From an optimization exercise on the open Yosys and OpenROAD flow, aimed at small area, a short achievable clock period and few clock cycles per item; shortcuts taken in it are not production practice. The RTL was checked by simulation tests, not by an equivalence proof against the original design.

==> run a <==
// hsl_to_rgb_converter
module hsl_to_rgb_converter #(
    parameter int unsigned FRAC_BITS = hsl2rgb_pkg::FRAC_BITS_DEF
) (
    input  logic             i_clk,
    input  logic             i_rst_n,
    input  logic             i_pix_valid,
    output logic             i_pix_ready,
    input  logic [hsl2rgb_pkg::HUE_W-1:0] i_pix_hue,
    input  logic [hsl2rgb_pkg::SL_W-1:0]  i_pix_saturation,
    input  logic [hsl2rgb_pkg::SL_W-1:0]  i_pix_lightness,
    output logic             o_pix_valid,
    input  logic             o_pix_ready,
    output logic [hsl2rgb_pkg::CH_W-1:0]  o_pix_red,
    output logic [hsl2rgb_pkg::CH_W-1:0]  o_pix_green,
    output logic [hsl2rgb_pkg::CH_W-1:0]  o_pix_blue
);
    logic en;
    logic sc_1;
    logic sc_2;
    logic sc_3;
    logic sc_4;
    logic sc_5;
    logic sc_6;
    logic sc_7;
    logic sc_8;
    logic sc_9;
    logic sc_10;
    logic sc_11;
    logic sc_12;
    logic lc_13;
    logic lc_14;
    logic lc_15;
    logic lc_16;
    logic lc_17;
    logic lc_18;
    logic lc_19;
    logic lc_20;
    logic lc_21;
    logic lc_22;
    logic lc_23;
    logic lc_24;
    logic mi_25;
    logic mi_26;
    logic mi_27;
  ...
make LEC_CHECK=0 ABC_AREA=1 CAP_MARGIN=20 CORE_MARGIN=2 CORE_UTILIZATION=55 PLACE_DENSITY=0.75 SETUP_SLACK_MARGIN=4.4 SLEW_MARGIN=20 SYNTH_HIERARCHICAL=1 finish   # period 8.0 ns
run.sh (not shown) runs the stock make flow with config.mk's settings and CLKGATE_MAP_FILE= SYNTH_SCRIPT=/design/flow/synth_recipe.tcl, a recipe that flattens the netlist after the stock synthesis.
==> run b (differences from run a) <==
--- a/flow/config.mk
+++ b/flow/config.mk
@@ -10,4 +10,4 @@
 export CORE_MARGIN = 2
-export CORE_UTILIZATION = 55
-export PLACE_DENSITY = 0.75
+export CORE_UTILIZATION = 65
+export PLACE_DENSITY = 0.85
 export SETUP_SLACK_MARGIN = 4.4
==> summary.txt <==
Wire length: run b is higher than run a (3.6%). In synthesized cell count, run b and run a do not differ. Die area: run b is smaller than run a (about 15%). Against run b, the sequential share of layout area of run a is higher by 0.41 points. Against run b, the design area of run a is lower by about 1.1%. In flip-flop and latch count, run a and run b do not differ. In synthesized area, run b and run a do not differ. Between run b and run a, the lower hold slack is in run b (gap 1.8 ps). In run b the cell count is smaller than in run a, by 1.5%.
==> figures <==
| item | run b | run a |
|---|---|---|
| Area used by sequential logic in the layout | 12,000 µm² | 12,000 µm² |
| Post-CTS repair timing setup buffer count | 11 | 6 |
| Initial cell density of the core | 0.658 | 0.555 |
| Number of clock-tree buffers in the layout | 56 | 52 |
| Met1 global-route usage | 0.393 | 0.345 |
| Count of plain and timing-repair buffers | 157 | 118 |
| Startpoint of the most critical register-to-register path | r3_c_348_380$_DFFE_PN_ | r3_c_348_381$_DFFE_PN_ |
| Timing-limited maximum frequency | 275 MHz | 282 MHz |
| Crit path required time | 8320 ps | 8310 ps |
| Total routed wirelength | 77,100 µm | 74,400 µm |
| Layout-to-synthesis area ratio | 1.123x | 1.111x |
| Via count of the first global-routing pass | 21,914 | 20,964 |
| Wire length of the first global-routing pass | 117,000 µm | 114,000 µm |
| Inserted tap cell count | 592 | 688 |
| Outcome | complete, no violations | complete, no violations |
| Period utilization | 0.455 | 0.444 |
| Final worst hold slack | 415 ps | 417 ps |
| Global-route met3 utilization | 0.0461 | 0.0337 |
| Uppermost layer routed | met4 | met5 |
| Number of nets in the final layout | 3,457 | 3,415 |
Testbench counts of run a, summed over its fixed seeds: cycles 32,048, items 32,000.
Testbench counts of run b, summed over its fixed seeds: cycles 32,048, items 32,000.

==> build 63: inputs <==
Starting RTL as in the previous note.
clock: 8.0 ns
lec_check: 0
abc_area: 1
cap_margin: 20
core_margin: 2
core_utilization: 45
place_density: 0.6
setup_slack_margin: 4.4
slew_margin: 20
synth_hierarchical: 1
==> inputs of trial 90, as changes to build 63 <==
- CORE_UTILIZATION: 45 -> 55
- CTS_BUF_LIST: not set -> sky130_fd_sc_hd__clkbuf_8
- PLACE_DENSITY: 0.6 -> 0.75
==> qor summary <==
item	trial 90	build 63
Multi-input gate share of total cell area	47.7%	47.0%
Global-route usage over all layers	27.4%	22.8%
Critical R2R Launch	r3_c_348_383	r3_c_348_384
Layout buffering overhead excluding clock cells	3.94%	4.13%
Final critical-path required period	3.67 ns	3.59 ns
Met2 wire len	36.4 mm	36.3 mm
Number of placement rows	84	93
Design Area, Final	0.0326 mm²	0.0330 mm²
Maximum number of pins on one net before global-route repair	86	181
Wire length of the first global-routing pass	115 mm	119 mm
Run status	finished clean	finished clean
DP Area	0.0304 mm²	0.0307 mm²
Testbench counts of build 63, summed over its fixed seeds: cycles 32,048, items 32,000.
Testbench counts of trial 90, summed over its fixed seeds: cycles 32,048, items 32,000.

==> branch delta <==
Starting RTL as in the previous note.
clock: 8.0 ns
lec_check: 0
abc_area: 1
cap_margin: 20
core_margin: 2
core_utilization: 55
cts_buf_list: sky130_fd_sc_hd__clkbuf_4
place_density: 0.75
setup_slack_margin: 4.4
slew_margin: 20
synth_hierarchical: 1
==> branch ember: changes against branch delta <==
--- a/flow/config.mk
+++ b/flow/config.mk
@@ -9,8 +9,7 @@
 export CAP_MARGIN = 20
 export CORE_MARGIN = 2
 export CORE_UTILIZATION = 55
-export CTS_BUF_LIST = sky130_fd_sc_hd__clkbuf_4
 export PLACE_DENSITY = 0.75
-export SETUP_SLACK_MARGIN = 4.4
+export SETUP_SLACK_MARGIN = 4.7
 export SLEW_MARGIN = 20
 export SYNTH_HIERARCHICAL = 1
==> summary.txt <==
                                                                                       branch delta    branch ember
Clock transition time at the flip-flop clock pins of the worst setup and hold paths           80 ps           60 ps
Final cell count without fillers                                                               3845            3883
Met2 track utilization from global routing                                                    46.9%           48.2%
Fraction of area in clock buffers and inverters                                               3.80%           4.51%
Outcome                                                                              finished clean  finished clean
Final core utilization                                                                        62.1%           65.7%
Setup WS post-layout                                                                        4360 ps         4420 ps
Multi-input gate share of total cell area                                                     47.5%           46.3%
Sequential standard cell area                                                             12000 um2       12000 um2
CTS buffer count                                                                                101              46
Timing-limited maximum frequency                                                            275 MHz         280 MHz
Period utilisation layout                                                                     45.5%           44.7%
Initial antenna violation count                                                                   1               2
Detailed placement HPWL                                                                    56700 um        55900 um
H-tree levels                                                                                     3               2
Number of gates resized after CTS                                                                15              90
Testbench counts of branch delta, summed over its fixed seeds: cycles 32,048, items 32,000.
Testbench counts of branch ember, summed over its fixed seeds: cycles 32,048, items 32,000.

static timing again, ports no longer ideal:
No port has a modelled driver above. Below, the same layouts with a new extraction and two added sets of constraints.
Step 1 (the two cells are an assumption about what drives the block):
set clk [get_ports {i_clk}]
set_driving_cell -lib_cell sky130_fd_sc_hd__clkbuf_16 $clk
set_driving_cell -lib_cell sky130_fd_sc_hd__buf_2 [delete_from_list [all_inputs] $clk]
Step 2 moves the port delays by t, midway between the first and last clock arrival at a register: inputs arrive t later, outputs are due t later. That takes back most of the time a late clock gives input paths.
a / b / c = ideal ports / drivers / drivers and shift; a / b = the first two.
run | t, ns | slack for setup (ns) | worst slew at a driven data input, ns
run a | 0.641 | 4.450 / 4.450 / 4.450 | 0.06
run b | 0.656 | 4.362 / 4.362 / 4.362 | 0.06
build 63 | 0.639 | 4.405 / 4.405 / 4.405 | 0.06
trial 90 | 0.716 | 4.332 / 4.332 / 4.332 | 0.06
branch delta | 0.887 | 4.364 / 4.364 / 4.364 | 0.06
branch ember | 0.659 | 4.425 / 4.425 / 4.425 | 0.06
After both steps setup and hold are still met in every run listed.
